What follows belongs to an exercise in optimizing a design on an open flow for small area; a production flow would make more cautious choices. Function was checked by simulation only, so behaviour that the tests miss may differ from the original. Power and IR drop assume default switching activity. No driver is modelled on the clock port, so clocking that relies on it looks cheaper here than on a real chip.

==> flow/design.v <==
package decode_pkg;
    localparam int WORD_WIDTH     = 32;
    localparam int REG_ADDR_WIDTH = 5;
    localparam int IMM_WIDTH      = 16;
    localparam int REG_COUNT      = 32;
    typedef logic [REG_ADDR_WIDTH-1:0] reg_addr_t;
    typedef logic [WORD_WIDTH-1:0]     word_t;
    typedef enum logic [5:0] {
        OP_SPECIAL = 6'b000000,
        OP_REGIMM  = 6'b000001,
        OP_BEQ     = 6'b000100,
        OP_BNE     = 6'b000101,
        OP_BLEZ    = 6'b000110,
        OP_BGTZ    = 6'b000111,
        OP_ADDI    = 6'b001000,
        OP_ADDIU   = 6'b001001,
        OP_SLTI    = 6'b001010,
        OP_SLTIU   = 6'b001011,
        OP_ANDI    = 6'b001100,
        OP_ORI     = 6'b001101,
        OP_XORI    = 6'b001110,
        OP_LUI     = 6'b001111,
        OP_LB      = 6'b100000,
        OP_LH      = 6'b100001,
        OP_LW      = 6'b100011,
        OP_LBU     = 6'b100100,
        OP_LHU     = 6'b100101,
        OP_SB      = 6'b101000,
        OP_SH      = 6'b101001,
        OP_SW      = 6'b101011
    } opcode_e;
    typedef enum logic [4:0] {
        ALU_ADD  = 5'b1_0000,
        ALU_ADDU = 5'b1_0001,
        ALU_SUB  = 5'b1_0010,
        ALU_SUBU = 5'b1_0011,
        ALU_AND  = 5'b1_0100,
        ALU_OR   = 5'b1_0101,
        ALU_XOR  = 5'b1_0110,
        ALU_NOR  = 5'b1_0111,
        ALU_SLT  = 5'b1_1010,
        ALU_SLTU = 5'b1_1011,
        ALU_SLL  = 5'b0_0100
    } alu_mode_e;
    typedef enum logic [2:0] {
        BR_BLTZ = 3'b000,
        BR_BGEZ = 3'b001,
        BR_BEQ  = 3'b100,
        BR_BNE  = 3'b101,
        BR_BLEZ = 3'b110,
        BR_BGTZ = 3'b111
    } branch_mode_e;
    typedef enum logic [1:0] {
        MEM_BYTE = 2'b00,
        MEM_HALF = 2'b01,
        MEM_WORD = 2'b11
    } mem_size_e;
    typedef struct packed {
        logic [5:0] opcode;
        reg_addr_t  rs;
        reg_addr_t  rt;
        reg_addr_t  rd;
        logic [4:0] shamt;
        logic [5:0] funct;
    } instr_r_t;
    typedef struct packed {
        logic [5:0]           opcode;
        reg_addr_t            rs;
        reg_addr_t            rt;
        logic [IMM_WIDTH-1:0] imm;
    } instr_i_t;
    typedef union packed {
        instr_r_t rtype;
        instr_i_t itype;
    } instr_u;
    typedef struct packed {
        logic                 rs_en;
        reg_addr_t            rs_addr;
        logic                 rt_en;
        reg_addr_t            rt_addr;
        logic                 rd_en;
        reg_addr_t            rd_addr;
        logic                 imm_en;
        logic [IMM_WIDTH-1:0] imm;
        logic                 alu_en;
        alu_mode_e            alu_mode;
        logic                 branch;
        branch_mode_e         branch_mode;
        logic                 lui;
        logic                 load;
        logic                 load_signed;
        mem_size_e            mem_size;
        logic                 store;
    } decode_ctrl_t;
    typedef struct packed {
        logic      en;
        reg_addr_t addr;
        word_t     data;
    } wb_t;
    typedef struct packed {
        word_t        pc;
        decode_ctrl_t ctrl;
        word_t        rs_data;
        word_t        rt_data;
    } decoded_t;
endpackage
`timescale 1ns/1ns
module instr_parser (
    input  decode_pkg::instr_u       instr,
    input  logic                     rs_en,
    input  logic                     rt_sel,
    output decode_pkg::decode_ctrl_t ctrl
);
    logic [5:0] op;
    logic [4:0] rs, rt, rd;
    logic [5:0] funct;
    assign op    = instr.rtype.opcode;
    assign rs    = instr.rtype.rs;
    assign rt    = instr.rtype.rt;
    assign rd    = instr.rtype.rd;
    assign funct = instr.rtype.funct;
    logic c_r, c_regimm, c_alui, c_lui, c_load, c_store;
    assign c_r      = op == 6'h00 && instr.rtype.shamt == '0 && funct[5:4] == 2'b10 &&
                      (!funct[3] || funct[3:1] == 3'b101);
    assign c_regimm = op == 6'h01 && rt[4:1] == 4'b0000;
    assign c_alui   = op[5:3] == 3'b001 && op[2:0] != 3'b111;
    assign c_lui    = op == 6'h0f && rs == '0;
    assign c_load   = op[5:3] == 3'b100 && op[1:0] != 2'b10 && !(op[2] && op[1]);
    assign c_store  = op[5:3] == 3'b101 && !op[2] && op[1:0] != 2'b10;
    logic imm_en, rd_rt, branch;
    assign imm_en = (rs_en && !c_r) || c_lui;
    assign rd_rt  = c_alui || c_lui || c_load;
    assign branch = rs_en && !c_r && !c_alui && !c_load && !c_store;
    decode_pkg::reg_addr_t rs_addr, rt_addr, rd_addr;
    logic [15:0]           imm;
    logic                  c_rd;
    assign c_rd = c_r;
    for (genvar i = 0; i < 5; i++) begin : g_reg
        dc_and2 i_rs (.a (rs_en),  .b (rs[i]), .y (rs_addr[i]));
        dc_and2 i_rt (.a (rt_sel), .b (rt[i]), .y (rt_addr[i]));
        dc_ao22 i_rd (.a0 (c_rd), .b0 (rd[i]), .a1 (rd_rt), .b1 (rt[i]), .y (rd_addr[i]));
    end
    for (genvar i = 0; i < 16; i++) begin : g_imm
        dc_and2 i_imm (.a (imm_en), .b (instr.itype.imm[i]), .y (imm[i]));
    end
    always_comb begin
        ctrl = '0;
        ctrl.rs_en   = rs_en;
        ctrl.rs_addr = rs_addr;
        ctrl.rt_en   = rt_sel || c_regimm;
        ctrl.rt_addr = rt_addr;
        ctrl.rd_en   = c_r || rd_rt;
        ctrl.rd_addr = rd_addr;
        ctrl.imm_en  = imm_en;
        ctrl.imm     = imm;
        ctrl.alu_en  = c_r || c_alui || c_lui;
        if (c_r) begin
            ctrl.alu_mode = decode_pkg::alu_mode_e'({1'b1, funct[3:0]});
        end else if (c_alui) begin
            ctrl.alu_mode = decode_pkg::alu_mode_e'({1'b1, op[1] && !op[2], op[2:0]});
        end else if (c_lui) begin
            ctrl.alu_mode = decode_pkg::ALU_SLL;
        end
        ctrl.branch = branch;
        if (branch) begin
            ctrl.branch_mode = decode_pkg::branch_mode_e'(c_regimm ? {2'b00, rt[0]} : op[2:0]);
        end
        ctrl.lui         = c_lui;
        ctrl.load        = c_load;
        ctrl.load_signed = c_load && !op[2];
        ctrl.mem_size    = decode_pkg::mem_size_e'((c_load || c_store) ? op[1:0] : 2'b00);
        ctrl.store       = c_store;
    end
endmodule
module dc_and2 (
    input  logic a, b,
    output logic y
);
    assign y = a & b;
endmodule
module dc_ao22 (
    input  logic a0, b0, a1, b1,
    output logic y
);
    assign y = (a0 & b0) | (a1 & b1);
endmodule
`timescale 1ns/1ns
module reg_file (
    input  logic                  clk,
    input  logic                  rst,
    input  decode_pkg::reg_addr_t rs_addr,
    input  logic                  rs_en,
    input  decode_pkg::reg_addr_t rt_addr,
    input  logic                  rt_en,
    input  decode_pkg::wb_t       wb,
    output decode_pkg::word_t     rs_data,
    output decode_pkg::word_t     rt_data
);
    decode_pkg::word_t regs [1:decode_pkg::REG_COUNT-1];
    logic [decode_pkg::REG_COUNT-1:1] valid;
    for (genvar k = 1; k < decode_pkg::REG_COUNT; k++) begin : g_row
        logic we;
        assign we = wb.en && wb.addr == k;
        always_ff @(posedge clk) begin
            if (we) begin
                regs[k] <= wb.data;
            end
        end
        always_ff @(posedge clk or negedge rst) begin
            if (!rst) begin
                valid[k] <= 1'b0;
            end else if (we) begin
                valid[k] <= 1'b1;
            end
        end
    end
    logic [decode_pkg::REG_COUNT-1:1] rs_sel, rt_sel;
    for (genvar k = 1; k < decode_pkg::REG_COUNT; k++) begin : g_sel
        assign rs_sel[k] = valid[k] && rs_en && rs_addr == k;
        assign rt_sel[k] = valid[k] && rt_en && rt_addr == k;
    end
    for (genvar b = 0; b < decode_pkg::WORD_WIDTH; b++) begin : g_bit
        logic [decode_pkg::REG_COUNT-1:1] column;
        for (genvar k = 1; k < decode_pkg::REG_COUNT; k++) begin : g_col
            assign column[k] = regs[k][b];
        end
        rf_read_bit i_rs (.sel (rs_sel), .data (column), .q (rs_data[b]));
        rf_read_bit i_rt (.sel (rt_sel), .data (column), .q (rt_data[b]));
    end
endmodule
module rf_read_bit (
    input  logic [decode_pkg::REG_COUNT-1:1] sel,
    input  logic [decode_pkg::REG_COUNT-1:1] data,
    output logic                             q
);
    logic [10:0] n;
    for (genvar g = 0; g < 10; g++) begin : g_grp
        rf_aoi222 i_aoi (
            .a0 (sel[3*g+1]), .b0 (data[3*g+1]),
            .a1 (sel[3*g+2]), .b1 (data[3*g+2]),
            .a2 (sel[3*g+3]), .b2 (data[3*g+3]),
            .y  (n[g])
        );
    end
    assign n[10] = ~(sel[31] & data[31]);
    logic [2:0] p;
    rf_nand4 i_p0 (.a (n[3:0]),          .y (p[0]));
    rf_nand4 i_p1 (.a (n[7:4]),          .y (p[1]));
    rf_nand3 i_p2 (.a (n[10:8]),          .y (p[2]));
    assign q = |p;
endmodule
module rf_aoi222 (
    input  logic a0, b0, a1, b1, a2, b2,
    output logic y
);
    assign y = ~((a0 & b0) | (a1 & b1) | (a2 & b2));
endmodule
module rf_nand4 (
    input  logic [3:0] a,
    output logic       y
);
    assign y = ~&a;
endmodule
module rf_nand3 (
    input  logic [2:0] a,
    output logic       y
);
    assign y = ~&a;
endmodule
`timescale 1ns/1ns
module decode_stage (
    input  logic                  clk,
    input  logic                  rst,
    input  decode_pkg::instr_u    instr,
    input  decode_pkg::word_t     pc,
    input  decode_pkg::wb_t       wb,
    output decode_pkg::decoded_t  out
);
    logic rs_en_d, rt_sel_d;
    always_comb begin
        logic [5:0] op;
        logic       r_ok, regimm_ok, br_ok, imm_ok, mem_ok, st_ok;
        op        = instr.rtype.opcode;
        r_ok      = op == 6'h00 && instr.rtype.shamt == '0 &&
                    instr.rtype.funct[5:4] == 2'b10 &&
                    (!instr.rtype.funct[3] || instr.rtype.funct[3:1] == 3'b101);
        regimm_ok = op == 6'h01 && instr.itype.rt[4:1] == 4'b0000;
        br_ok     = op[5:2] == 4'b0001 && (!op[1] || instr.itype.rt == '0);
        imm_ok    = op[5:3] == 3'b001 && op != 6'h0f;
        mem_ok    = op == 6'h20 || op == 6'h21 || op == 6'h23 || op == 6'h24 ||
                    op == 6'h25;
        st_ok     = op == 6'h28 || op == 6'h29 || op == 6'h2b;
        rs_en_d   = r_ok || regimm_ok || br_ok || imm_ok || mem_ok || st_ok;
        rt_sel_d  = r_ok || br_ok || st_ok;
    end
    decode_pkg::instr_u instr_q;
    decode_pkg::word_t  pc_q;
    logic               rs_en_q, rt_sel_q;
    always_ff @(posedge clk or negedge rst) begin
        if (!rst) begin
            instr_q  <= '0;
            pc_q     <= '0;
            rs_en_q  <= 1'b0;
            rt_sel_q <= 1'b0;
        end else begin
            instr_q  <= instr;
            pc_q     <= pc;
            rs_en_q  <= rs_en_d;
            rt_sel_q <= rt_sel_d;
        end
    end
    decode_pkg::decode_ctrl_t ctrl;
    instr_parser i_parser (
        .instr  (instr_q),
        .rs_en  (rs_en_q),
        .rt_sel (rt_sel_q),
        .ctrl   (ctrl)
    );
    reg_file i_regs (
        .clk     (clk),
        .rst     (rst),
        .rs_addr (instr_q.itype.rs),
        .rs_en   (rs_en_q),
        .rt_addr (instr_q.itype.rt),
        .rt_en   (rt_sel_q),
        .wb      (wb),
        .rs_data (out.rs_data),
        .rt_data (out.rt_data)
    );
    assign out.pc   = pc_q;
    assign out.ctrl = ctrl;
endmodule
`timescale 1ns/1ns
module decode_unit (
    input  logic        clk,
    input  logic        rst_n,
    input  logic [31:0] instr,
    input  logic [31:0] pc,
    input  logic        wb_en,
    input  logic [4:0]  wb_addr,
    input  logic [31:0] wb_data,
    output logic [31:0] out_pc,
    output logic [50:0] out_ctrl,
    output logic [31:0] out_rs_data,
    output logic [31:0] out_rt_data
);
    decode_pkg::wb_t      wb;
    decode_pkg::decoded_t out;
    assign wb = {wb_en, wb_addr, wb_data};
    decode_stage i_stage (
        .clk   (clk),
        .rst   (rst_n),
        .instr (instr),
        .pc    (pc),
        .wb    (wb),
        .out   (out)
    );
    assign out_pc      = out.pc;
    assign out_ctrl    = out.ctrl;
    assign out_rs_data = out.rs_data;
    assign out_rt_data = out.rt_data;
endmodule
==> flow/flow/run.sh <==
#!/bin/bash
# The standard layout with two changes to how it is built: the port
# buffers start as the smallest buffer (repair may still upsize them), and
# the clock tree uses larger sink clusters without dummy loads.
set -euo pipefail
cd "$(dirname "$0")/.."
bash standard.sh \
  "BUFFER_PORTS_ARGS=-buffer_cell sky130_fd_sc_hd__buf_1" \
  "CTS_ARGS=-sink_clustering_enable -repair_clock_nets -dont_use_dummy_load -buf_list sky130_fd_sc_hd__clkbuf_16 -sink_clustering_size 30 -sink_clustering_max_diameter 100" \
  finish > make_finish.log 2>&1
==> flow/standard.sh <==
#!/bin/bash
# synth_recipe.tcl (not shown) runs the flow's synth.tcl, then flattens the netlist and writes it again
# the make line also repeats each setting of config.mk as NAME=value (left out here)
make -C /OpenROAD-flow-scripts/flow DESIGN_CONFIG=/design/flow/config.mk WORK_HOME=/design/flow/orfs CLKGATE_MAP_FILE= SYNTH_SCRIPT=/design/flow/synth_recipe.tcl "${@:-finish}"
==> flow/config.mk <==
export PLATFORM = sky130hd
export DESIGN_NAME = decode_unit
export DESIGN_NICKNAME = decode_unit
export VERILOG_FILES = /design/flow/design.v
export SDC_FILE = /design/flow/constraint.sdc
export NUM_CORES = 4
export LEC_CHECK = 0
export CAP_MARGIN = 20
export CORE_MARGIN = 2
export CORE_UTILIZATION = 68
export SETUP_SLACK_MARGIN = 0.15
export SLEW_MARGIN = 20
export SYNTH_HIERARCHICAL = 1
export SYNTH_MINIMUM_KEEP_SIZE = 0
==> flow/constraint.sdc <==
create_clock -name core_clock -period 5.0 [get_ports {clk}]
set_input_delay 1.0000 -clock core_clock [delete_from_list [all_inputs] [get_ports {clk}]]
set_output_delay 1.0000 -clock core_clock [all_outputs]
set_load 0.01 [all_outputs]
==> results.json, run 1 <==
{
  "top_layer_in_use": "met4",
  "detailed_place.area_sq_um": 45400,
  "ys_top_cells_by_area": "sky130_fd_sc_hd__edfxtp_1 70%, sky130_fd_sc_hd__a222oi_1 15%, sky130_fd_sc_hd__dfrtp_1 5.7%",
  "worstMarginPinSlew_ps": 1100,
  "max-cap-violations": 0,
  "synthToLayoutAreaGrowth_pct": 9.84,
  "total_via_count_in_the_routed_design": 31100,
  "route.met3.wl_microns": 24900,
  "synth.cell_area_sq_um": 42300,
  "final-setup-viol-count": 0,
  "post_synth_num_cell_types": 49,
  "most-common-layout-cells": "992 x sky130_fd_sc_hd__edfxtp_1, 640 x sky130_fd_sc_hd__a222oi_1, 238 x sky130_fd_sc_hd__buf_1",
  "period_share_pct": 95.8,
  "register_area_sq_um": 32200,
  "detail_routed_net_length_per_standard_cell_microns": 39.7,
  "worstSkewPairLatency_ps": 630,
  "netlist.top_cell.by_area": "sky130_fd_sc_hd__edfxtp_1",
  "grt_first_pass_wirelength_microns": 201000,
  "start_kind": "register",
  "final-instance-count-excl-fill": 3580,
  "leakagePower_nw": 14.9,
  "io_buffers": 250,
  "synth_nets": 2447,
  "drt-vias-per-instance": 8.68,
  "synthesis.instances": 2343,
  "initial_utilization_pct": 68.7,
  "worst_path_dominant_cell_family": "simple AND/OR/NAND/NOR gates",
  "path_clk_slew_ps": 120,
  "worstPathRequired_ps": 4000,
  "synth_flop_cell": "sky130_fd_sc_hd__edfxtp_1",
  "cts-hold-fix-buffers": 0,
  "drc": 0,
  "setup.worst_path.end_class": "output pin",
  "fill_cell_count": 3633,
  "critical-path-max-stage-delay_ps": 610,
  "dr_wl_met2_microns": 62400,
  "grt_use_total_pct": 43.9,
  "vertical_extent_of_the_die_microns": 254,
  "core_sq_um": 61600,
  "final_nets": 2845,
  "layout-drive-gt1-share_pct": 9.02,
  "final.hold.worst_slack_ps": 449,
  "gpl.final_weighted_congestion": 1.01,
  "cts_root_buf": "sky130_fd_sc_hd__clkbuf_16",
  "maxClockFrequency_mhz": 209,
  "worst_slew_margin_rel_pct": 26.7,
  "number_of_antenna_violations_at_the_first_check_in_global_routing": 1,
  "peakVddDrop_v": 0.000278,
  "synthArstFlopShare_pct": 8.91,
  "cts_made_buffers": 42,
  "clock_sinks": 1089,
  "drt-initial-drc-count": 8452,
  "setup.worst_path.class": "reg2out",
  "slew_violations": 0,
  "path_cells": "and2_0 > and3_1 > buf_4 > a222oi_1 > nand3_1 > or3_1 > buf_1",
  "ant_nets": 0,
  "path_buf_inv": 2,
  "final.min_clock_period_ps": 4790,
  "max-clock-path-buffers": 3,
  "cts_post_setup_buffers_inserted": 0,
  "finalWirelength_microns": 142000,
  "synth.ff_latch_count": 1089,
  "worstHoldPathType": "in2reg",
  "htree_levels": 2,
  "cellPowerDensity_nw_per_um2": 321,
  "tns_ps": 0,
  "outcome": "timing/DRC/antenna clean",
  "arrival_time_worst_endpoint_ps": 3790,
  "dr.pass1.iters": 15,
  "netlist.area_leader.share_pct": 70.4,
  "finalHoldViolations": 0,
  "dpl.hpwl_microns": 85000,
  "synth_edf_count": 992,
  "vias_in_the_first_global_route": 29900,
  "grt_overflow_total": 0,
  "most_frequent_standard_cell_in_the_layout_excluding_fill_and_tap_cells": "sky130_fd_sc_hd__edfxtp_1",
  "core.rowCount": 91,
  "finClkSkew_ps": 0,
  "grt_setup_unrepaired": "yes",
  "ys_warn_count": 10,
  "worstPathMaxFanout": 17,
  "finish.instance_area_sq_um": 46500,
  "design.die.area_sq_um": 64300,
  "num_io_pins": 251,
  "die_w_microns": 254,
  "detail_route.wirelength.met1_microns": 43700,
  "postSynthAreaPerCell_sq_um": 18.1,
  "tritoncts": "yes",
  "multi_input_comb_area_sq_um": 10200,
  "synth.yosys.seq_area_share_pct": 76.1,
  "grt_max_degree": 73,
  "utilization_pct": 75.5,
  "crit_path_top_delay_cell": "sky130_fd_sc_hd__and3_1",
  "placed_cells_incl_taps": 3534
}
metal layers:
layer | GRT usage [%] | up-vias
met5 | 0 | -
met4 | 26.2 | 0
met3 | 11.0 | 611
met2 | 65.2 | 3535
met1 | 59.8 | 14900
li1 | - | 12000
kinds of logic after synthesis:
kind of cell | count (synthesis) | share of synthesized area [%]
AO/OA/AOI/OAI | 698 | 16.2
AND/OR/NAND/NOR | 523 | 7.29
buffers and inverters | 33 | 0.414
flip-flops | 1089 | 76.1
final timing paths:
kind	slack (ps)	from	endpoint	cells after the start
setup / recovery	210	i_stage.instr_q[19]	out_rt_data[26]	7
setup reg to reg	4200	i_stage.i_regs.valid[15]	i_stage.i_regs.valid[15]	1
hold reg to reg	510	i_stage.i_regs.valid[8]	i_stage.i_regs.valid[8]	1
hold / removal	450	instr[14]	i_stage.instr_q[14]	1
max in group asynchronous	3490	rst_n	i_stage.i_regs.valid[22]	2
min in group asynchronous	560	rst_n	i_stage.pc_q[8]	1
metrics by stage:
stage	total power (W)	worst slack (ps)
2_1_floorplan	0.0106	415
3_3_place_gp	0.0110	792
3_5_place_dp	0.0110	785
4_1_cts	0.0149	168
5_1_grt	0.0152	144
6_report	0.0149	210
per-module statistics from Yosys, one instance, submodules excluded, excerpt:
| module | cells inside | copies in the design |
|---|---|---|
| reg_file | 1205 | 1 |
| decode_stage | 90 | 1 |
| instr_parser | 57 | 1 |
| rf_aoi222 | 1 | 640 |
| rf_read_bit | 2 | 64 |
| dc_ao22 | 1 | 5 |
| dc_and2 | 1 | 26 |
| rf_nand4 | 1 | 128 |
| rf_nand3 | 1 | 64 |
Yosys cell counts, types with 3 or more instances:
cell type                     n
sky130_fd_sc_hd__edfxtp_1   992
sky130_fd_sc_hd__a222oi_1   640
sky130_fd_sc_hd__nand4_1    131
sky130_fd_sc_hd__dfrtp_1     97
sky130_fd_sc_hd__nand2_1     70
sky130_fd_sc_hd__nand3_1     69
sky130_fd_sc_hd__or3_1       65
sky130_fd_sc_hd__and3_1      60
sky130_fd_sc_hd__nor2_1      36
sky130_fd_sc_hd__o21bai_1    31
sky130_fd_sc_hd__and2_1      29
sky130_fd_sc_hd__clkbuf_1    12
sky130_fd_sc_hd__and4b_1      8
sky130_fd_sc_hd__buf_2        8
sky130_fd_sc_hd__a22o_1       7
sky130_fd_sc_hd__buf_4        7
sky130_fd_sc_hd__nand2b_1     6
sky130_fd_sc_hd__nor4b_1      6
sky130_fd_sc_hd__and4bb_2     5
sky130_fd_sc_hd__nor2b_1      5
sky130_fd_sc_hd__inv_1        4
sky130_fd_sc_hd__nand4b_1     4
sky130_fd_sc_hd__nand4bb_1    4
sky130_fd_sc_hd__nor4_1       4
sky130_fd_sc_hd__o21ai_0      4
sky130_fd_sc_hd__and4_1       3
sky130_fd_sc_hd__o21bai_2     3
sky130_fd_sc_hd__or2_2        3
what timing repair did:
action | in CTS | in global routing
setup endpoints to repair | 3 | 24
pin swaps | 0 | 1
gates cloned | 0 | 0
resized for setup | 1 | 6
state kept, by name (all words and copies together), names as in the netlist:
name and cells:
i_stage.i_regs.regs 992, i_stage.rt_sel_q 1, i_stage.instr_q 32, i_stage.pc_q 32
i_stage.i_regs.valid 31, i_stage.rs_en_q 1
area by class of cell:
type	instances	share of cell area, %
well taps	837	2.25
diodes	4	0.0215
clock buffers	42	2.26
multi-input cells	1221	21.9
flip-flops and latches	1089	69.3
repair buffers	383	4.21
inverters	4	0.0323
power breakdown:
| part | leakage, nW | internal, W | switching (W) | total (W) |
|---|---|---|---|---|
| Sequential | 10.1 | 0.0101 | 0.000117 | 0.0102 |
| Clock | 0.518 | 0.00152 | 0.00255 | 0.00408 |
| Combinational | 4.27 | 0.000168 | 0.000442 | 0.000611 |
==> run 2, diff against run 1 <==
==> flow/flow/run.sh (replaced) <==
#!/bin/bash
# The standard layout with three changes to how it is built: the port
# buffers start as the smallest buffer (repair may still upsize them), the
# clock tree uses larger sink clusters without dummy loads, and cells on
# paths with slack are downsized after global routing, followed by another
# slew and capacitance repair (flow/post_grt.tcl).
set -euo pipefail
cd "$(dirname "$0")/.."
bash standard.sh \
  "BUFFER_PORTS_ARGS=-buffer_cell sky130_fd_sc_hd__buf_1" \
  "CTS_ARGS=-sink_clustering_enable -repair_clock_nets -dont_use_dummy_load -buf_list sky130_fd_sc_hd__clkbuf_16 -sink_clustering_size 30 -sink_clustering_max_diameter 100" \
  RECOVER_POWER=100 \
  "POST_GLOBAL_ROUTE_TCL=$PWD/flow/post_grt.tcl" \
  finish > make_finish.log 2>&1
==> flow/flow/post_grt.tcl (new file) <==
# After power recovery downsized cells: repair slew and capacitance again,
# then legalize and reroute the nets that changed.
global_route -start_incremental
repair_design -verbose -cap_margin $::env(CAP_MARGIN) -slew_margin $::env(SLEW_MARGIN)
detailed_placement
global_route -end_incremental
estimate_parasitics -global_routing
report_worst_slack -max
write_guides $::env(RESULTS_DIR)/route.guide
==> results.json, run 2 <==
{
  "netlist.top_cell.by_area": "sky130_fd_sc_hd__edfxtp_1",
  "utilization_pct": 75.7,
  "layout-drive-gt1-share_pct": 8.45,
  "worstPathRequired_ps": 4000,
  "largest-register": "i_stage.i_regs.regs",
  "cts_root_buf": "sky130_fd_sc_hd__clkbuf_16",
  "post_synth_most_frequent_cells": "992 x sky130_fd_sc_hd__edfxtp_1, 640 x sky130_fd_sc_hd__a222oi_1, 131 x sky130_fd_sc_hd__nand4_1",
  "most-common-layout-cells": "992 x sky130_fd_sc_hd__edfxtp_1, 640 x sky130_fd_sc_hd__a222oi_1, 233 x sky130_fd_sc_hd__buf_1",
  "path_clk_slew_ps": 110,
  "vias_in_the_first_global_route": 29900,
  "ant_nets": 0,
  "netlist.area_leader.share_pct": 70.4,
  "num_io_pins": 251,
  "max-cap-violations": 0,
  "synthSimpleGateAreaFrac_pct": 7.29,
  "cellPowerDensity_nw_per_um2": 320,
  "outcome": "timing/DRC/antenna clean",
  "io_buffers": 250,
  "maxClockFrequency_mhz": 203,
  "largest_reg_flops": 992,
  "setup.worst_path.end_class": "output pin",
  "synth.yosys.seq_area_share_pct": 76.1,
  "worstHoldPathType": "in2async",
  "die_w_microns": 254,
  "final-setup-viol-count": 0,
  "synthArstFlopShare_pct": 8.91,
  "grt_max_degree": 73,
  "synth.ff_latch_count": 1089,
  "grt_use_total_pct": 43.9,
  "finClkSkew_ps": 0,
  "arrival_time_worst_endpoint_ps": 3930,
  "design.die.area_sq_um": 64300,
  "vertical_extent_of_the_die_microns": 254,
  "drc": 0,
  "synth_adder_area_share_pct": 0,
  "ys_warn_count": 10,
  "synth_flop_cell": "sky130_fd_sc_hd__edfxtp_1",
  "start_kind": "register",
  "largestRegisters": "i_stage.i_regs.regs (992), i_stage.instr_q (32), i_stage.pc_q (32)",
  "synth_compound_gate_area_share_pct": 16.2,
  "finalHoldViolations": 0,
  "cts-resized-gates": 1,
  "yosysMostFrequentCell": "sky130_fd_sc_hd__edfxtp_1",
  "worstPathMaxFanout": 11,
  "final_nets": 2864,
  "number_of_antenna_violations_at_the_first_check_in_global_routing": 1,
  "yosys-mux-area-fraction_pct": 0,
  "drt-initial-drc-count": 8259,
  "setup.worst_path.class": "reg2out",
  "max-clock-path-buffers": 3,
  "cts-hold-fix-buffers": 0,
  "period_share_pct": 98.7,
  "postSynthAreaPerCell_sq_um": 18.1,
  "synthToLayoutAreaGrowth_pct": 10.1,
  "multi_input_comb_area_sq_um": 10100,
  "dr.pass1.iters": 17,
  "peakVddDrop_v": 0.000276,
  "worst_slew_margin_rel_pct": 23.1,
  "startpoint": "i_stage.instr_q[22]",
  "drt-vias-per-instance": 8.65,
  "tns_ps": 0,
  "synth_edf_count": 992,
  "detail_routed_net_length_per_standard_cell_microns": 39.5,
  "cts_made_buffers": 42,
  "slew_violations": 0,
  "most_frequent_standard_cell_in_the_layout_excluding_fill_and_tap_cells": "sky130_fd_sc_hd__edfxtp_1",
  "htree_levels": 2,
  "leakagePower_nw": 14.9,
  "dpl.hpwl_microns": 85000,
  "worstMarginPinSlew_ps": 1150,
  "critical_path.reg2reg.startpoint": "i_stage.i_regs.valid[15]",
  "post_synth_num_cell_types": 49,
  "synth_nets": 2447,
  "grt_overflow_total": 0,
  "xor_xnor_share_of_the_synthesized_area_pct": 0,
  "fill_cell_count": 3643,
  "grt_first_pass_wirelength_microns": 201000,
  "cts_post_setup_buffers_inserted": 0,
  "core_sq_um": 61600,
  "synth.cell_area_sq_um": 42300,
  "total_via_count_in_the_routed_design": 31100,
  "ys_top_cells_by_area": "sky130_fd_sc_hd__edfxtp_1 70%, sky130_fd_sc_hd__a222oi_1 15%, sky130_fd_sc_hd__dfrtp_1 5.7%",
  "finalWirelength_microns": 142000,
  "initial_utilization_pct": 68.7,
  "worstSkewPairLatency_ps": 630,
  "final.min_clock_period_ps": 4930,
  "register_area_sq_um": 32200,
  "dominant_combinational_cell_family_by_area_after_synthesis": "compound AO/OA/AOI/OAI gates",
  "clock_sinks": 1089,
  "core.rowCount": 91,
  "tritoncts": "yes",
  "gpl.final_weighted_congestion": 1.01,
  "synthesis.instances": 2343
}
[run 2: cell counts after synthesis]
Identical to the previous run, type by type.
[run 2: cell families after synthesis]
kind of cell,after synthesis
compound gates,698
buf+inv,33
simple gates,523
flops,1089
[run 2: per-stage QoR]
step | cells | worst slack (ps) | total power (W) | hold slack [ps] | instance area [sq um]
final | 3598 | 67.5 | 0.0149 | 312 | 46600
after CTS | 3576 | 168 | 0.0149 | 436 | 46500
after detailed placement | 3534 | 785 | 0.0110 | 470 | 45400
after global placement | 3533 | 792 | 0.0110 | 466 | 45400
after floorplan | 2343 | 415 | 0.0106 | 448 | 42300
[run 2: layout make-up]
type,count,area share (%)
tap,837,2.25
multi-input combinational,1221,21.7
clock buffer,42,2.26
inverter,4,0.0322
sequential,1089,69.1
antenna,3,0.0161
timing repair buffer,402,4.63
[run 2: path summary, 6_finish.rpt]
kind / to / slack (ps) / depth (start not counted)
worst max-delay path: out_rs_data[26] / 70 / 7
worst min-delay path: i_stage.pc_q[8] / 310 / 1
worst max register to register: i_stage.i_regs.valid[15] / 4200 / 1
worst min register to register: i_stage.i_regs.valid[29] / 500 / 1
max in group asynchronous: i_stage.instr_q[23] / 3380 / 3
min in group core_clock: i_stage.instr_q[14] / 460 / 1
[run 2: critical path, cell delays in order (launching register included)]
cell	delay, ps
sky130_fd_sc_hd__dfrtp_1	560
sky130_fd_sc_hd__nor2b_1	250
sky130_fd_sc_hd__and3_2	440
sky130_fd_sc_hd__clkbuf_2	290
sky130_fd_sc_hd__a222oi_1	560
sky130_fd_sc_hd__nand4_1	500
sky130_fd_sc_hd__or3_1	530
sky130_fd_sc_hd__buf_1	160
[run 2: Yosys stat by module (local to each module, per instance), a selection]
module | copies in the design | area (sq um)
dc_and2 | 26 | 6.26
dc_ao22 | 5 | 8.76
decode_stage | 1 | 1810
instr_parser | 1 | 413
reg_file | 1 | 31700
rf_aoi222 | 640 | 10.0
rf_nand3 | 64 | 5.00
rf_nand4 | 128 | 6.26
rf_read_bit | 64 | 10.0
[run 2: routing by layer]
metal	GRT usage, %	up-vias	part of all wire (%)
li1	-	12100	-
met1	59.8	15000	31
met2	65.2	3503	44
met3	11.0	590	18
met4	26.2	0	7.8
met5	0	-	0
[run 2: power breakdown]
group	switching (W)	internal [W]
registers	0.000116	0.0101
logic	0.000440	0.000163
clock network	0.00255	0.00152
total	0.00310	0.0118
==> run 3, diff against run 2 <==
--- a/flow/design.v
+++ b/flow/design.v
@@ -198,9 +198,17 @@
 );
     decode_pkg::word_t regs [1:decode_pkg::REG_COUNT-1];
     logic [decode_pkg::REG_COUNT-1:1] valid;
+    logic [3:0] we_hi;
+    logic [7:0] we_lo;
+    for (genvar h = 0; h < 4; h++) begin : g_we_hi
+        assign we_hi[h] = wb.en && wb.addr[4:3] == h;
+    end
+    for (genvar l = 0; l < 8; l++) begin : g_we_lo
+        assign we_lo[l] = wb.addr[2:0] == l;
+    end
     for (genvar k = 1; k < decode_pkg::REG_COUNT; k++) begin : g_row
         logic we;
-        assign we = wb.en && wb.addr == k;
+        rf_and2 i_we (.a (we_hi[k / 8]), .b (we_lo[k % 8]), .y (we));
         always_ff @(posedge clk) begin
             if (we) begin
                 regs[k] <= wb.data;
@@ -215,9 +223,19 @@
         end
     end
     logic [decode_pkg::REG_COUNT-1:1] rs_sel, rt_sel;
+    logic [3:0] rs_hi, rt_hi;
+    logic [7:0] rs_lo, rt_lo;
+    for (genvar h = 0; h < 4; h++) begin : g_rd_hi
+        assign rs_hi[h] = rs_en && rs_addr[4:3] == h;
+        assign rt_hi[h] = rt_en && rt_addr[4:3] == h;
+    end
+    for (genvar l = 0; l < 8; l++) begin : g_rd_lo
+        assign rs_lo[l] = rs_addr[2:0] == l;
+        assign rt_lo[l] = rt_addr[2:0] == l;
+    end
     for (genvar k = 1; k < decode_pkg::REG_COUNT; k++) begin : g_sel
-        assign rs_sel[k] = valid[k] && rs_en && rs_addr == k;
-        assign rt_sel[k] = valid[k] && rt_en && rt_addr == k;
+        rf_and3 i_rs (.a (valid[k]), .b (rs_hi[k / 8]), .c (rs_lo[k % 8]), .y (rs_sel[k]));
+        rf_and3 i_rt (.a (valid[k]), .b (rt_hi[k / 8]), .c (rt_lo[k % 8]), .y (rt_sel[k]));
     end
     for (genvar b = 0; b < decode_pkg::WORD_WIDTH; b++) begin : g_bit
         logic [decode_pkg::REG_COUNT-1:1] column;
@@ -267,6 +285,18 @@
 );
     assign y = ~&a;
 endmodule
+module rf_and2 (
+    input  logic a, b,
+    output logic y
+);
+    assign y = a & b;
+endmodule
+module rf_and3 (
+    input  logic a, b, c,
+    output logic y
+);
+    assign y = a & b & c;
+endmodule
 `timescale 1ns/1ns
 module decode_stage (
     input  logic                  clk,
==> flow/flow/run.sh (replaced) <==
#!/bin/bash
# The standard layout with three changes to how it is built: the port
# buffers start as the smallest buffer (repair may still upsize them), the
# clock tree uses larger sink clusters without dummy loads, and before
# global placement the register file's row and column drivers are sized to
# drive their nets (flow/pre_gpl.tcl).
set -euo pipefail
cd "$(dirname "$0")/.."
bash standard.sh \
  "BUFFER_PORTS_ARGS=-buffer_cell sky130_fd_sc_hd__buf_1" \
  "CTS_ARGS=-sink_clustering_enable -repair_clock_nets -dont_use_dummy_load -buf_list sky130_fd_sc_hd__clkbuf_16 -sink_clustering_size 30 -sink_clustering_max_diameter 100" \
  "PRE_GLOBAL_PLACE_TCL=$PWD/flow/pre_gpl.tcl" \
  finish > make_finish.log 2>&1
==> flow/flow/pre_gpl.tcl (new file) <==
# Gates that drive a whole row or column of the register file (a read
# select or a write enable, 16 loads or more) start at a size that can
# drive it, so that repair drives those nets by sizing rather than by
# added buffers.
set upsize {
  sky130_fd_sc_hd__and3_1 sky130_fd_sc_hd__and3_4
  sky130_fd_sc_hd__and3_2 sky130_fd_sc_hd__and3_4
  sky130_fd_sc_hd__and2_0 sky130_fd_sc_hd__and2_4
  sky130_fd_sc_hd__and2_1 sky130_fd_sc_hd__and2_4
  sky130_fd_sc_hd__and2_2 sky130_fd_sc_hd__and2_4
}
set n_up 0
foreach inst [[ord::get_db_block] getInsts] {
  set m [[$inst getMaster] getName]
  if {![dict exists $upsize $m]} continue
  foreach it [$inst getITerms] {
    if {![$it isOutputSignal]} continue
    set net [$it getNet]
    if {$net eq "NULL"} continue
    if {[llength [$net getITerms]] - 1 >= 16} {
      set pat [string map {"[" "\\[" "]" "\\]" "*" "\\*" "?" "\\?"} [$inst getName]]
      replace_cell [get_cells $pat] [dict get $upsize $m]
      incr n_up
    }
  }
}
puts "pre_gpl: upsized $n_up row and column drivers"
--- a/flow/config.mk
+++ b/flow/config.mk
@@ -8,6 +8,7 @@
 export CAP_MARGIN = 20
 export CORE_MARGIN = 2
 export CORE_UTILIZATION = 68
+export PLACE_DENSITY = 0.8
 export SETUP_SLACK_MARGIN = 0.15
 export SLEW_MARGIN = 20
 export SYNTH_HIERARCHICAL = 1
removed: flow/flow/post_grt.tcl
==> results.json, run 3 <==
{
  "outcome": "timing/DRC/antenna clean",
  "drc": 0,
  "grt_overflow_total": 0,
  "cts-hold-fix-buffers": 0,
  "htree_levels": 2,
  "detailed_place.area_sq_um": 44700,
  "post_synth_most_frequent_cells": "992 x sky130_fd_sc_hd__edfxtp_1, 640 x sky130_fd_sc_hd__a222oi_1, 130 x sky130_fd_sc_hd__nand4_1",
  "finalHoldViolations": 0,
  "leakagePower_nw": 14.3,
  "tritoncts": "yes",
  "cts_root_buf": "sky130_fd_sc_hd__clkbuf_16",
  "maxClockFrequency_mhz": 213,
  "worst_slew_margin_rel_pct": 28.8,
  "dominant_combinational_cell_family_by_area_after_synthesis": "compound AO/OA/AOI/OAI gates",
  "most-common-layout-cells": "992 x sky130_fd_sc_hd__edfxtp_1, 640 x sky130_fd_sc_hd__a222oi_1, 233 x sky130_fd_sc_hd__buf_1",
  "grt_first_pass_wirelength_microns": 203000,
  "synthToLayoutAreaGrowth_pct": 8.34,
  "setup.worst_path.class": "reg2out",
  "synth_edf_count": 992,
  "design.die.area_sq_um": 64100,
  "dpl.hpwl_microns": 80200,
  "tns_ps": 0,
  "route.met3.wl_microns": 27200,
  "num_io_pins": 251,
  "start_kind": "register",
  "grt_setup_unrepaired": "no",
  "gpl.final_weighted_congestion": 1.03,
  "cts_made_buffers": 42,
  "comb_power_share_pct": 3.9,
  "worstPathMaxFanout": 32,
  "detail_routed_net_length_per_standard_cell_microns": 41.8,
  "cellPowerDensity_nw_per_um2": 326,
  "finClkSkew_ps": 0,
  "synthSimpleGateAreaFrac_pct": 7.82,
  "layout-drive-gt1-share_pct": 8.51,
  "largestRegisters": "i_stage.i_regs.regs (992), i_stage.instr_q (32), i_stage.pc_q (32)",
  "cts-resized-gates": 0,
  "ys_top_cells_by_area": "sky130_fd_sc_hd__edfxtp_1 71%, sky130_fd_sc_hd__a222oi_1 15%, sky130_fd_sc_hd__dfrtp_1 5.7%",
  "synth_flop_cell": "sky130_fd_sc_hd__edfxtp_1",
  "max-clock-path-buffers": 3,
  "synth.ff_latch_count": 1089,
  "yosysMostFrequentCell": "sky130_fd_sc_hd__edfxtp_1",
  "total_via_count_in_the_routed_design": 31300,
  "switching_share_pct": 21.0,
  "peakVddDrop_v": 0.000296,
  "worstMarginPinSlew_ps": 1070,
  "top_layer_in_use": "met5",
  "clock_sinks": 1089,
  "dr_wl_met2_microns": 62700,
  "power_switching_w": 0.00313,
  "synth_compound_gate_area_share_pct": 15.7,
  "ant_nets": 0,
  "finalWirelength_microns": 145000,
  "utilization_pct": 74.3,
  "number_of_antenna_violations_at_the_first_check_in_global_routing": 8,
  "io_buffers": 250,
  "clockPowerShare_pct": 27.5,
  "die_w_microns": 253,
  "grt_use_total_pct": 44.7,
  "core_sq_um": 61600,
  "synth.yosys.seq_area_share_pct": 76.3,
  "core.rowCount": 91,
  "largest_reg_flops": 992,
  "vias_in_the_first_global_route": 30600,
  "finish.instance_area_sq_um": 45700,
  "path_clk_slew_ps": 120,
  "final-setup-viol-count": 0,
  "arrival_time_worst_endpoint_ps": 3700,
  "max-cap-violations": 0,
  "largest-register": "i_stage.i_regs.regs",
  "drt-initial-drc-count": 9858,
  "netlist.area_leader.share_pct": 70.5,
  "yosys-mux-area-fraction_pct": 0,
  "final.min_clock_period_ps": 4700,
  "internal-power_w": 0.0118,
  "worstSkewPairLatency_ps": 640,
  "grt_max_degree": 51,
  "dr.pass1.iters": 13,
  "worstHoldPathType": "in2async",
  "slew_violations": 0,
  "cts_post_setup_buffers_inserted": 0,
  "drt-vias-per-instance": 9.03,
  "synth.cell_area_sq_um": 42200,
  "xor_xnor_share_of_the_synthesized_area_pct": 0,
  "seq_power_share_pct": 68.6,
  "post_synth_num_cell_types": 45,
  "vertical_extent_of_the_die_microns": 253,
  "synthesis.instances": 2321,
  "synthArstFlopShare_pct": 8.91,
  "most_frequent_standard_cell_in_the_layout_excluding_fill_and_tap_cells": "sky130_fd_sc_hd__edfxtp_1",
  "synth_nets": 2425,
  "worstPathRequired_ps": 4000,
  "ys_warn_count": 10,
  "synth_adder_area_share_pct": 0,
  "netlist.top_cell.by_area": "sky130_fd_sc_hd__edfxtp_1",
  "final_nets": 2725,
  "setup.worst_path.end_class": "output pin",
  "initial_utilization_pct": 68.6,
  "detail_route.wirelength.met1_microns": 41500,
  "postSynthAreaPerCell_sq_um": 18.2,
  "period_share_pct": 94.0
}
==> run 3: path summary, 6_finish.rpt <==
path,start,endpoint,slack (ps),cells past startpoint
hold reg to reg,i_stage.i_regs.valid[8],i_stage.i_regs.valid[8],510,1
hold / removal,rst_n,i_stage.instr_q[15],420,1
setup reg to reg,i_stage.i_regs.valid[3],i_stage.i_regs.valid[3],4160,1
min in group core_clock,instr[15],i_stage.instr_q[15],450,1
setup / recovery,i_stage.rt_sel_q,out_rt_data[19],300,6
max in group asynchronous,rst_n,i_stage.pc_q[20],3430,2
==> run 3: area by class of cell <==
cell class,count,area [sq um]
Fill cell,3638,15800
Sequential cell,1089,32200
Clock buffer,42,1050
Antenna cell,6,15.0
Inverter,4,15.0
Multi-Input combinational cell,1217,10300
Timing Repair Buffer,267,1090
Tap cell,837,1050
==> run 3: routing by layer <==
| layer | vias up | global-route usage (%) |
|---|---|---|
| met2 | 3931 | 66.2 |
| met3 | 775 | 14.9 |
| li1 | 11700 | - |
| met5 | - | 0 |
| met1 | 14800 | 55.6 |
| met4 | 10 | 32.6 |
==> run 3: cells by family (layout without fill, tap and decap cells) <==
kind of cell           after synthesis  after routing
flip-flops                        1089           1089
AO/OA/AOI/OAI                      667            667
other                                0              6
AND/OR/NAND/NOR                    550            550
buffers and inverters               15            313
==> run 3: power groups by stage <==
stage | sequential, W | clock [W] | combinational, W
after floorplan | 0.0104 | 0 | 0.000212
after global placement | 0.0104 | 0 | 0.000535
after detailed placement | 0.0104 | 0 | 0.000554
after CTS | 0.0102 | 0.00406 | 0.000555
after global routing | 0.0102 | 0.00433 | 0.000602
final | 0.0102 | 0.00411 | 0.000583
==> run 3: Yosys stat by module, one instance, submodules excluded, excerpt <==
module | area [sq um] | copies in the design | cells inside | flip-flops and latches
rf_nand3 | 5.00 | 64 | 1 | 0
decode_stage | 1810 | 1 | 90 | 66
dc_ao22 | 8.76 | 5 | 1 | 0
rf_read_bit | 10.0 | 64 | 2 | 0
rf_and3 | 6.26 | 62 | 1 | 0
rf_nand4 | 6.26 | 128 | 1 | 0
reg_file | 31000 | 1 | 1090 | 1023
rf_aoi222 | 10.0 | 640 | 1 | 0
dc_and2 | 6.26 | 26 | 1 | 0
rf_and2 | 6.26 | 31 | 1 | 0
==> run 3: stage by stage <==
stage	total power, W	setup WS, ps	hold slack [ps]	cells
after floorplan	0.0106	1960	447	2321
after global placement	0.0109	1020	477	3414
after detailed placement	0.0110	992	484	3414
after CTS	0.0148	284	434	3456
after global routing	0.0152	330	440	3458
final	0.0149	299	417	3462
==> run 3: worst max-delay path, stage by stage (launching register included) <==
cell                       delay, ps
sky130_fd_sc_hd__dfrtp_1         500
sky130_fd_sc_hd__nor3b_1         770
sky130_fd_sc_hd__and3_4          770
sky130_fd_sc_hd__a222oi_1        230
sky130_fd_sc_hd__nand4_1         310
sky130_fd_sc_hd__or3_1           240
sky130_fd_sc_hd__buf_1           200

## what the ideal ports hide
In the flow no input, the clock included, has a driving cell. The finished layouts below were timed again as built, in two steps. Step 1 (the two cells are an assumption about what drives the block):
set clk [get_ports {clk}]
set_driving_cell -lib_cell sky130_fd_sc_hd__clkbuf_16 $clk
set_driving_cell -lib_cell sky130_fd_sc_hd__buf_2 [delete_from_list [all_inputs] $clk]
Step 2 adds t to the input delays and takes it off the output delays; t is the mean of the earliest and latest rising clock arrival at the registers after step 1. Input paths then give back, and output paths get back, about the clock's delay inside the block. a / b / c = ideal / step 1 / step 2; a / b = the first two.
run | shift t [ns] | setup slack, ns | latest minus earliest clock arrival (ns) | worst register clock-pin slew, ns | worst slew at a driven data input, ns
run 1 | 0.685 | 0.210 / 0.144 / 0.830 | 0.053 / 0.053 | 0.12 / 0.12 | 0.09
run 2 | 0.682 | 0.067 / 0.002 / 0.684 | 0.051 / 0.051 | 0.11 / 0.11 | 0.09
run 3 | 0.684 | 0.299 / 0.235 / 0.919 | 0.071 / 0.071 | 0.12 / 0.12 | 0.09
After both steps every run listed still meets setup and hold.
